Context: an optimization exercise on an open-source flow, tuned for small area. The choices shown serve that exercise and are no tape-out recipe.
Function was checked by simulation only, so behaviour that the tests miss may differ from the original.
Power is estimated from default activity; no workload was simulated.

== north ==
==> flow/design.v (excerpt) <==
module scct_top (
   input  logic              clk,
   input  logic              rst,
   input  logic              wb_cyc_i,
   input  logic              wb_stb_i,
   input  logic              wb_we_i,
   input  logic [ADR_W-1:0]  wb_adr_i,
   input  logic [DAT_W-1:0]  wb_dat_i,
   output logic [DAT_W-1:0]  wb_dat_o,
   output logic              wb_ack_o,
   input  logic [NUM_CH-1:0] pins_i,
   output logic [NUM_CH-1:0] pins_o,
   output logic              irq_o
);
==> flow/config.mk <==
export PLATFORM = sky130hd
export DESIGN_NAME = scct_top
export DESIGN_NICKNAME = scct_top
export VERILOG_FILES = /design/flow/design.v
export SDC_FILE = /design/flow/constraint.sdc
export NUM_CORES = 4
export LEC_CHECK = 0
export CAP_MARGIN = 20
export CORE_MARGIN = 2
export CORE_UTILIZATION = 65
export PLACE_DENSITY = 0.75
export SLEW_MARGIN = 20
==> flow/constraint.sdc <==
create_clock -name core_clock -period 10.0 [get_ports {clk}]
set_input_delay 2.0000 -clock core_clock [delete_from_list [all_inputs] [get_ports {clk}]]
set_output_delay 2.0000 -clock core_clock [all_outputs]
set_load 0.01 [all_outputs]
standard.sh (not shown) runs the stock make flow with config.mk's settings and CLKGATE_MAP_FILE= SYNTH_SCRIPT=/design/flow/synth_recipe.tcl, a recipe that flattens the netlist after the stock synthesis.
==> flow/flow/run.sh <==
#!/bin/bash
# Own layout flow: the standard.sh with
#  - an area-oriented ABC script in synthesis (flow/synth.tcl, flow/area.abc),
#  - the smallest buffer on every input and output port,
#  - a clock tree without dummy loads, built from clkbuf_8 with larger sink clusters.
# Every tool's output goes to the ORFS logs under orfs/logs; make's own output to flow_make.log.
set -euo pipefail
W=$(pwd)
export BUFFER_PORTS_ARGS="-buffer_cell sky130_fd_sc_hd__buf_1"
export CTS_ARGS="-sink_clustering_enable -repair_clock_nets -dont_use_dummy_load -buf_list sky130_fd_sc_hd__clkbuf_8 -sink_clustering_size 15 -sink_clustering_max_diameter 50"
sed "s#SYNTH_SCRIPT=[^ ]*#SYNTH_SCRIPT=$W/flow/synth.tcl #" standard.sh > own_standard.sh
bash own_standard.sh finish > flow_make.log 2>&1
==> flow/flow/area.abc <==
strash
&get -n
&fraig -x
&put
dc2
strash
&get -n
&deepsyn -T 20
&put
strash
&get -n
&dch -f
&nf -R 1000 -p -F 8 -A 4 -C 32
&put
==> flow/flow/synth.tcl <==
# The standard flow's synthesis (synth_recipe.tcl, unchanged) with an area-oriented ABC script
# for the combinational mapping; registers are mapped exactly as in the standard flow's synthesis.
set flowdir [file dirname [file normalize [info script]]]
set ::my_abc_script $flowdir/area.abc
proc abc {args} {
  set i [lsearch -exact $args -script]
  if {$i >= 0} { set args [lreplace $args [expr {$i+1}] [expr {$i+1}] $::my_abc_script] }
  yosys abc {*}$args
}
source [file dirname $flowdir]/synth_recipe.tcl
The inputs of south differ from those of north as listed below.
# north
export LEC_CHECK = 0
export CAP_MARGIN = 20
export CORE_MARGIN = 2
export CORE_UTILIZATION = 65
export PLACE_DENSITY = 0.75
export SLEW_MARGIN = 20
create_clock -name core_clock -period 10.0 [get_ports {clk}]
# south
export LEC_CHECK = 0
export CAP_MARGIN = 20
export CORE_MARGIN = 2
export CORE_UTILIZATION = 40
export PLACE_DENSITY = 0.6
export SLEW_MARGIN = 20
create_clock -name core_clock -period 10.0 [get_ports {clk}]
--- a/flow/flow/run.sh
+++ b/flow/flow/run.sh
@@ -9,3 +9,3 @@
 export BUFFER_PORTS_ARGS="-buffer_cell sky130_fd_sc_hd__buf_1"
-export CTS_ARGS="-sink_clustering_enable -repair_clock_nets -dont_use_dummy_load -buf_list sky130_fd_sc_hd__clkbuf_8 -sink_clustering_size 15 -sink_clustering_max_diameter 50"
+export CTS_ARGS="-sink_clustering_enable -repair_clock_nets -dont_use_dummy_load -buf_list sky130_fd_sc_hd__clkbuf_4 -sink_clustering_size 10 -sink_clustering_max_diameter 40"
 sed "s#SYNTH_SCRIPT=[^ ]*#SYNTH_SCRIPT=$W/flow/synth.tcl #" standard.sh > own_standard.sh
Notes after the runs:
south did not stop at any stage, and its layout met the timing, DRC and antenna checks. Setup slack: south more than north. Sort south and north by non-clock buffer total of the final layout desc -> top: south. Sort south and north by latest clock arrival within the worst-skew pair, ascending, and north comes first. In south, the wire length came out about 7% above the value in north. south against north: number of antenna diodes now larger, share of final layout cell area taken by clock buffers and inverters comparable, time the worst path needs with I/O delays and setup now smaller. Delta (south minus north): required time of the critical path has increased, number of detailed-route iterations in the first pass has decreased. south has initial antenna violation count above what north had.
What east does differently from south at the input level:
--- a/flow/flow/run.sh
+++ b/flow/flow/run.sh
@@ -9,3 +9,3 @@
 export BUFFER_PORTS_ARGS="-buffer_cell sky130_fd_sc_hd__buf_1"
-export CTS_ARGS="-sink_clustering_enable -repair_clock_nets -dont_use_dummy_load -buf_list sky130_fd_sc_hd__clkbuf_4 -sink_clustering_size 10 -sink_clustering_max_diameter 40"
+export CTS_ARGS="-sink_clustering_enable -repair_clock_nets -dont_use_dummy_load -buf_list sky130_fd_sc_hd__clkbuf_8 -sink_clustering_size 15 -sink_clustering_max_diameter 50"
 sed "s#SYNTH_SCRIPT=[^ ]*#SYNTH_SCRIPT=$W/flow/synth.tcl #" standard.sh > own_standard.sh
[summary]
- east closes out successfully: all stages finished, all timing, DRC and antenna checks passed.
- [compare] base=south new=east: total number of vias shrank by 94; combined global-route utilization of all metal layers shrank by 0.16 points; register-to-register slack grew by 0.02 ns.

## rev 12
Another version of the RTL of scct_top (not shown whole).
Size in the first run: ~1,200 cells after synthesis, ~270 flip-flops, ~83 I/O pins, roughly 11,000 um2 of cells after synthesis.
Settings: LEC_CHECK=0, CAP_MARGIN=20, CORE_MARGIN=2, CORE_UTILIZATION=50, PLACE_DENSITY=0.65, SLEW_MARGIN=20; clock period 10.0 ns.
==> flow/flow/run.sh <==
#!/bin/bash
# Own layout flow: the standard.sh with
#  - an area-oriented ABC script in synthesis (flow/synth.tcl, flow/area.abc), and
#    adders left to ABC instead of being mapped to half/full-adder cells first,
#  - the smallest buffer on every input and output port,
#  - a clock tree without dummy loads, built from clkbuf_4 with small sink clusters.
# Every tool's output goes to the ORFS logs under orfs/logs; make's own output to flow_make.log.
set -euo pipefail
W=$(pwd)
export ADDER_MAP_FILE=""
export DONT_USE_CELLS="sky130_fd_sc_hd__buf_4 sky130_fd_sc_hd__buf_6 sky130_fd_sc_hd__buf_8 sky130_fd_sc_hd__buf_12 sky130_fd_sc_hd__buf_16"
export BUFFER_PORTS_ARGS="-buffer_cell sky130_fd_sc_hd__buf_1"
export CTS_ARGS="-sink_clustering_enable -repair_clock_nets -dont_use_dummy_load -buf_list sky130_fd_sc_hd__clkbuf_4 -sink_clustering_size 8 -sink_clustering_max_diameter 35"
sed "s#SYNTH_SCRIPT=[^ ]*#SYNTH_SCRIPT=$W/flow/synth.tcl #" standard.sh > own_standard.sh
bash own_standard.sh finish > flow_make.log 2>&1
==> flow/flow/area.abc <==
strash
&get -n
&fraig -x
&put
dc2
strash
&get -n
&deepsyn -T 60
&put
dc2
strash
&get -n
&deepsyn -T 60
&put
strash
&get -n
&dch -f
&nf -R 1000 -p -F 8 -A 4 -C 32
&put
Scripts as last shown in full above: flow/flow/synth.tcl
Rev 12 reached the end of the flow, and the finished layout is clean on the timing, DRC and antenna checks.
The inputs of rev 13 differ from those of rev 12 as listed below.
--- a/flow/flow/run.sh
+++ b/flow/flow/run.sh
@@ -9,5 +9,4 @@
 W=$(pwd)
 export ADDER_MAP_FILE=""
-export DONT_USE_CELLS="sky130_fd_sc_hd__buf_4 sky130_fd_sc_hd__buf_6 sky130_fd_sc_hd__buf_8 sky130_fd_sc_hd__buf_12 sky130_fd_sc_hd__buf_16"
 export BUFFER_PORTS_ARGS="-buffer_cell sky130_fd_sc_hd__buf_1"
 export CTS_ARGS="-sink_clustering_enable -repair_clock_nets -dont_use_dummy_load -buf_list sky130_fd_sc_hd__clkbuf_4 -sink_clustering_size 8 -sink_clustering_max_diameter 35"
--- outcome ---
The final layouts of rev 13 and rev 12 pass the timing, DRC and antenna checks. As far as number of DRC violations after detailed-routing iteration 0 goes, rev 13 and rev 12 are indistinguishable; the numbers are identical. Comparing rev 13 against rev 12, there is no change at all in pin count of the biggest net entering global routing. Comparing rev 12 against rev 13, there is no change at all in final cell count. As far as clock-pin slew on the worst setup and hold paths is concerned, rev 12 and rev 13 perform about the same.

Another version of the RTL of scct_top (not shown whole).
Size: about 1300 cells after synthesis.
clock: 10.0 ns
lec_check: 0
cap_margin: 0
core_margin: 2
core_utilization: 40
place_density: 0.6
slew_margin: 0
==> flow/flow/run.sh <==
#!/bin/bash
# Own layout flow: the standard.sh with
#  - an area-oriented ABC script in synthesis (flow/synth.tcl, flow/area.abc),
#  - the smallest buffer on every input and output port,
#  - a clock tree without dummy loads, built from clkbuf_8 with larger sink clusters.
# Every tool's output goes to the ORFS logs under orfs/logs; make's own output to flow_make.log.
set -euo pipefail
W=$(pwd)
export BUFFER_PORTS_ARGS="-buffer_cell sky130_fd_sc_hd__buf_1"
export CTS_ARGS="-sink_clustering_enable -repair_clock_nets -dont_use_dummy_load -buf_list sky130_fd_sc_hd__clkbuf_8 -sink_clustering_size 20 -sink_clustering_max_diameter 40"
sed "s#SYNTH_SCRIPT=[^ ]*#SYNTH_SCRIPT=$W/flow/synth.tcl #" standard.sh > own_standard.sh
bash own_standard.sh finish > flow_make.log 2>&1
==> flow/flow/area.abc <==
strash
&get -n
&fraig -x
&put
dc2
strash
&get -n
&deepsyn -T 20
&put
strash
&get -n
&dch -f
&nf -R 1000 -p -F 8 -A 4 -C 32
&put
Scripts as last shown in full above: flow/flow/synth.tcl
Rerun with:
==> flow/run.sh (new file) <==
#!/bin/bash
# synth_recipe.tcl (not shown) runs the flow's synth.tcl, then flattens the netlist and writes it again
# the make line also repeats each setting of config.mk as NAME=value (left out here)
make -C /OpenROAD-flow-scripts/flow DESIGN_CONFIG=/design/flow/config.mk WORK_HOME=/design/flow/orfs CLKGATE_MAP_FILE= SYNTH_SCRIPT=/design/flow/synth_recipe.tcl finish
CAP_MARGIN = 20   (was 0)
SLEW_MARGIN = 20   (was 0)
removed: flow/flow/run.sh
removed: flow/flow/area.abc
removed: flow/flow/synth.tcl
removed: flow/standard.sh
After rerunning:
- utilization grows by 0.76 points
- die area goes up by 11%
- via count goes down by 9.6%
- design area grows by 14%
- routed wire length came out lower by 23%
- sequential share of layout area decreases by 5.4 points
- non-clock buffer count went down by 1
- global-route usage came out lower by 11 points

The RTL this note starts from:
==> flow/design.v <==
package scct_timer_pkg;
   localparam int unsigned CTR_W  = 32;
   localparam int unsigned PSC_W  = 16;
   localparam int unsigned NUM_CH = 4;
   localparam logic [1:0] ACT_NONE = 2'd0;
   localparam logic [1:0] ACT_SET  = 2'd1;
   localparam logic [1:0] ACT_CLR  = 2'd2;
   localparam logic [1:0] ACT_TGL  = 2'd3;
endpackage
package scct_reg_pkg;
   localparam int unsigned ADR_W = 4;
   localparam int unsigned DAT_W = 32;
   localparam int unsigned REG_CTR     = 0;
   localparam int unsigned REG_PSC     = 1;
   localparam int unsigned REG_CTR_IE  = 2;
   localparam int unsigned REG_CTR_IS  = 3;
   localparam int unsigned REG_CH_MODE = 4;
   localparam int unsigned REG_CH_ACT  = 5;
   localparam int unsigned REG_CH_IE   = 6;
   localparam int unsigned REG_CH_IS   = 7;
   localparam int unsigned REG_CH_INP  = 8;
   localparam int unsigned REG_CH_OUT  = 9;
   localparam int unsigned REG_CCR0    = 10;
   localparam int unsigned NUM_REG = 14;
endpackage
`timescale 1ns/1ps
import scct_timer_pkg::*;
import scct_reg_pkg::*;
module scct_top (
   input  logic              clk,
   input  logic              rst,
   input  logic              wb_cyc_i,
   input  logic              wb_stb_i,
   input  logic              wb_we_i,
   input  logic [ADR_W-1:0]  wb_adr_i,
   input  logic [DAT_W-1:0]  wb_dat_i,
   output logic [DAT_W-1:0]  wb_dat_o,
   output logic              wb_ack_o,
   input  logic [NUM_CH-1:0] pins_i,
   output logic [NUM_CH-1:0] pins_o,
   output logic              irq_o
);
   logic              ack_q;
   logic [DAT_W-1:0]  rdat_q;
   logic              req;
   logic              wr;
   logic [15:0]       wsel;
   logic [DAT_W-1:0]  rd_mux;
   assign req = wb_cyc_i & wb_stb_i & ~ack_q;
   assign wr  = ack_q & wb_we_i;
   always_comb begin
      wsel = '0;
      wsel[wb_adr_i] = wr;
   end
   logic [PSC_W-1:0] psc_q;
   logic [PSC_W-1:0] pcnt_q;
   logic [CTR_W-1:0] ctr_q;
   logic             ctr_ie_q;
   logic             ctr_is_q;
   logic             tick_q;
   logic             step;
   logic             wrap;
   assign step = (pcnt_q >= psc_q);
   assign wrap = step & (&ctr_q) & ~wsel[REG_CTR];
   always_ff @(posedge clk or posedge rst) begin
      if (rst) begin
         ack_q    <= 1'b0;
         ctr_is_q <= 1'b0;
      end else begin
         ack_q <= req;
         ctr_is_q <= (ctr_is_q & ~(wsel[REG_CTR_IS] & wb_dat_i[0])) | wrap;
      end
   end
   always_ff @(posedge clk) begin
      if (rst) begin
         psc_q    <= '0;
         pcnt_q   <= '0;
         ctr_q    <= '0;
         tick_q   <= 1'b0;
         ctr_ie_q <= 1'b0;
      end else begin
         if (wsel[REG_PSC])    psc_q    <= wb_dat_i[PSC_W-1:0];
         if (wsel[REG_CTR_IE]) ctr_ie_q <= wb_dat_i[0];
         if (wsel[REG_CTR]) begin
            ctr_q  <= wb_dat_i;
            pcnt_q <= '0;
            tick_q <= 1'b0;
         end else if (step) begin
            ctr_q  <= ctr_q + 1'b1;
            pcnt_q <= '0;
            tick_q <= 1'b1;
         end else begin
            pcnt_q <= pcnt_q + 1'b1;
            tick_q <= 1'b0;
         end
      end
   end
   logic [NUM_CH-1:0] ch_mode;
   logic [2*NUM_CH-1:0] ch_act;
   logic [CTR_W-1:0]  ch_ccr [NUM_CH];
   logic [CTR_W-1:0]  ch_nccr [NUM_CH];
   logic [NUM_CH-1:0] ch_ie;
   logic [NUM_CH-1:0] ch_is;
   logic [NUM_CH-1:0] ch_pin;
   for (genvar n = 0; n < NUM_CH; n++) begin : g_ch
      logic [2:0] sync_q;
      logic       rise_q;
      logic       capture;
      logic       match;
      assign ch_ccr[n] = ~ch_nccr[n];
      assign capture = ch_mode[n] & rise_q;
      assign match   = ~ch_mode[n] & tick_q & (ctr_q == ch_ccr[n]);
      always_ff @(posedge clk or posedge rst) begin
         if (rst) begin
            ch_is[n]  <= 1'b0;
            ch_pin[n] <= 1'b0;
         end else begin
            if (match) begin
               case (ch_act[2*n+:2])
                  ACT_SET: ch_pin[n] <= 1'b1;
                  ACT_CLR: ch_pin[n] <= 1'b0;
                  ACT_TGL: ch_pin[n] <= ~ch_pin[n];
                  default: ch_pin[n] <= ch_pin[n];
               endcase
            end
            ch_is[n] <= (ch_is[n] & ~(wsel[REG_CH_IS] & wb_dat_i[n])) | capture | match;
         end
      end
      always_ff @(posedge clk) begin
         if (rst) begin
            sync_q         <= '0;
            rise_q         <= 1'b0;
            ch_mode[n]     <= 1'b0;
            ch_act[2*n+:2] <= ACT_NONE;
            ch_ie[n]       <= 1'b0;
            ch_nccr[n]     <= '1;
         end else begin
            sync_q <= {sync_q[1:0], pins_i[n]};
            rise_q <= sync_q[1] & ~sync_q[2];
            if (wsel[REG_CH_IE])   ch_ie[n]       <= wb_dat_i[n];
            if (wsel[REG_CH_MODE]) ch_mode[n]     <= wb_dat_i[n];
            if (wsel[REG_CH_ACT])  ch_act[2*n+:2] <= wb_dat_i[2*n+:2];
            if (capture)                 ch_nccr[n] <= ~ctr_q;
            else if (wsel[REG_CCR0 + n]) ch_nccr[n] <= ~wb_dat_i;
         end
      end
   end
   always_comb begin
      rd_mux = '0;
      case (wb_adr_i)
         4'd0:  rd_mux = ctr_q;
         4'd1:  rd_mux[PSC_W-1:0] = psc_q;
         4'd2:  rd_mux[0] = ctr_ie_q;
         4'd3:  rd_mux[0] = ctr_is_q;
         4'd4:  rd_mux[NUM_CH-1:0] = ch_mode;
         4'd5:  rd_mux[2*NUM_CH-1:0] = ch_act;
         4'd6:  rd_mux[NUM_CH-1:0] = ch_ie;
         4'd7:  rd_mux[NUM_CH-1:0] = ch_is;
         4'd8:  rd_mux[NUM_CH-1:0] = pins_i;
         4'd9:  rd_mux[NUM_CH-1:0] = ch_pin;
         4'd10: rd_mux = ch_ccr[0];
         4'd11: rd_mux = ch_ccr[1];
         4'd12: rd_mux = ch_ccr[2];
         4'd13: rd_mux = ch_ccr[3];
         default: rd_mux = '0;
      endcase
   end
   always_ff @(posedge clk) begin
      rdat_q <= rd_mux;
   end
   assign wb_ack_o = ack_q;
   assign wb_dat_o = rdat_q;
   assign pins_o   = ch_pin;
   assign irq_o    = (ctr_ie_q & ctr_is_q) | (|(ch_ie & ch_is));
endmodule
clock: 10.0 ns
lec_check: 0
cap_margin: 20
core_margin: 2
core_utilization: 50
place_density: 0.65
slew_margin: 20
==> flow/flow/run.sh <==
#!/bin/bash
# Own layout flow: the standard.sh with
#  - an area-oriented ABC script in synthesis (flow/synth.tcl, flow/area.abc),
#  - the smallest buffer on every input and output port,
#  - a clock tree without dummy loads, built from clkbuf_4 with small sink clusters.
# Every tool's output goes to the ORFS logs under orfs/logs; make's own output to flow_make.log.
set -euo pipefail
W=$(pwd)
export BUFFER_PORTS_ARGS="-buffer_cell sky130_fd_sc_hd__buf_1"
export CTS_ARGS="-sink_clustering_enable -repair_clock_nets -dont_use_dummy_load -buf_list sky130_fd_sc_hd__clkbuf_8 -sink_clustering_size 12 -sink_clustering_max_diameter 45"
sed "s#SYNTH_SCRIPT=[^ ]*#SYNTH_SCRIPT=$W/flow/synth.tcl #" standard.sh > own_standard.sh
bash own_standard.sh finish > flow_make.log 2>&1
==> flow/flow/area.abc <==
strash
&get -n
&fraig -x
&put
dc2
strash
&get -n
&deepsyn -T 20
&put
strash
&get -n
&dch -f
&nf -R 1000 -p -F 8 -A 4 -C 32
&put
==> flow/flow/synth.tcl <==
# The standard flow's synthesis (synth_recipe.tcl, unchanged) with an area-oriented ABC script
# for the combinational mapping; registers are mapped exactly as in the standard flow's synthesis.
set flowdir [file dirname [file normalize [info script]]]
set ::my_abc_script $flowdir/area.abc
proc abc {args} {
  set i [lsearch -exact $args -script]
  if {$i >= 0} { set args [lreplace $args [expr {$i+1}] [expr {$i+1}] $::my_abc_script] }
  yosys abc {*}$args
}
source [file dirname $flowdir]/synth_recipe.tcl
The starting point ran to the end with no violations.
Rerun with:
==> flow/flow/run.sh (replaced) <==
#!/bin/bash
# Own layout flow: the standard.sh with
#  - an area-oriented ABC script in synthesis (flow/synth.tcl, flow/area.abc), and
#    adders left to ABC instead of being mapped to half/full-adder cells first,
#  - the smallest buffer on every input and output port,
#  - a clock tree without dummy loads, built from clkbuf_4 with small sink clusters.
# Every tool's output goes to the ORFS logs under orfs/logs; make's own output to flow_make.log.
set -euo pipefail
W=$(pwd)
export ADDER_MAP_FILE=""
export BUFFER_PORTS_ARGS="-buffer_cell sky130_fd_sc_hd__buf_1"
export CTS_ARGS="-sink_clustering_enable -repair_clock_nets -dont_use_dummy_load -buf_list sky130_fd_sc_hd__clkbuf_4 -sink_clustering_size 8 -sink_clustering_max_diameter 35"
sed "s#SYNTH_SCRIPT=[^ ]*#SYNTH_SCRIPT=$W/flow/synth.tcl #" standard.sh > own_standard.sh
bash own_standard.sh finish > flow_make.log 2>&1
Effect:
- via count falls by 3.9%
- non-clock buffer count does not change
- die area is lower by 3.7%
- first-iteration DRC count came out lower by 29%
- sequential share of layout area is higher by 1.8 points
Rerun with:
--- a/flow/flow/run.sh
+++ b/flow/flow/run.sh
@@ -2,4 +2,3 @@
 # Own layout flow: the standard.sh with
-#  - an area-oriented ABC script in synthesis (flow/synth.tcl, flow/area.abc), and
-#    adders left to ABC instead of being mapped to half/full-adder cells first,
+#  - an area-oriented ABC script in synthesis (flow/synth.tcl, flow/area.abc),
 #  - the smallest buffer on every input and output port,
@@ -9,3 +8,2 @@
 W=$(pwd)
-export ADDER_MAP_FILE=""
 export BUFFER_PORTS_ARGS="-buffer_cell sky130_fd_sc_hd__buf_1"
Settings changed: CORE_UTILIZATION 50 to 40, PLACE_DENSITY 0.65 to 0.6.
=> Core utilization shrinks by 11 points. Sequential power hardly moves. Worst setup slack improves by 2900 ps. Sequential share of layout area came out lower by 2.2 points. Die area goes up by 29%. Wire length rose by 5.4%. Clock power goes up by 9.7%. Hold slack gets worse by 27 ps. Combinational power drops by 24%. Via count goes up by 3.1%.

## re-timing with driven ports
In the flow no input, the clock included, has a driving cell. The finished layouts below were timed again as built, in two steps. Step 1 (the two cells are an assumption about what drives the block):
set clk [get_ports {clk}]
set_driving_cell -lib_cell sky130_fd_sc_hd__clkbuf_16 $clk
set_driving_cell -lib_cell sky130_fd_sc_hd__buf_2 [delete_from_list [all_inputs] $clk]
Step 2 moves the port delays by t, midway between the first and last clock arrival at a register: inputs arrive t later, outputs are due t later. That takes back most of the time a late clock gives input paths. a / b / c = ideal / step 1 / step 2; a / b = the first two.
run | shift t [ns] | setup WS [ns] | worst setup path at the end | slew at the worst register clock pin (ns)
north | 0.591 | 3.929 / 3.929 / 3.929 | register to register | 0.09 / 0.09
south | 0.706 | 4.090 / 4.090 / 4.090 | register to register | 0.11 / 0.11
east | 0.627 | 4.113 / 4.113 / 4.113 | register to register | 0.09 / 0.09
rev 12 | 0.711 | 2.153 / 2.153 / 2.153 | register to register | 0.10 / 0.10
rev 13 | 0.711 | 2.153 / 2.153 / 2.153 | register to register | 0.10 / 0.10
the first run of note 3 | 0.658 | 3.525 / 3.525 / 3.525 | register to register | 0.07 / 0.07
the second run of note 3 | 0.636 | 5.020 / 5.040 / 4.404 | input to register | 0.07 / 0.07
the first run of note 4 | 0.628 | 3.984 / 3.984 / 3.984 | register to register | 0.09 / 0.09
the second run of note 4 | 0.693 | 1.230 / 1.230 / 1.230 | register to register | 0.10 / 0.10
the third run of note 4 | 0.716 | 4.092 / 4.092 / 3.991 | input to register | 0.10 / 0.10
After both steps setup and hold are still met in every run listed. For the second run of note 3, which loses most, drivers alone change the setup slack by +0.020 ns; drivers and shift together by -0.616 ns.
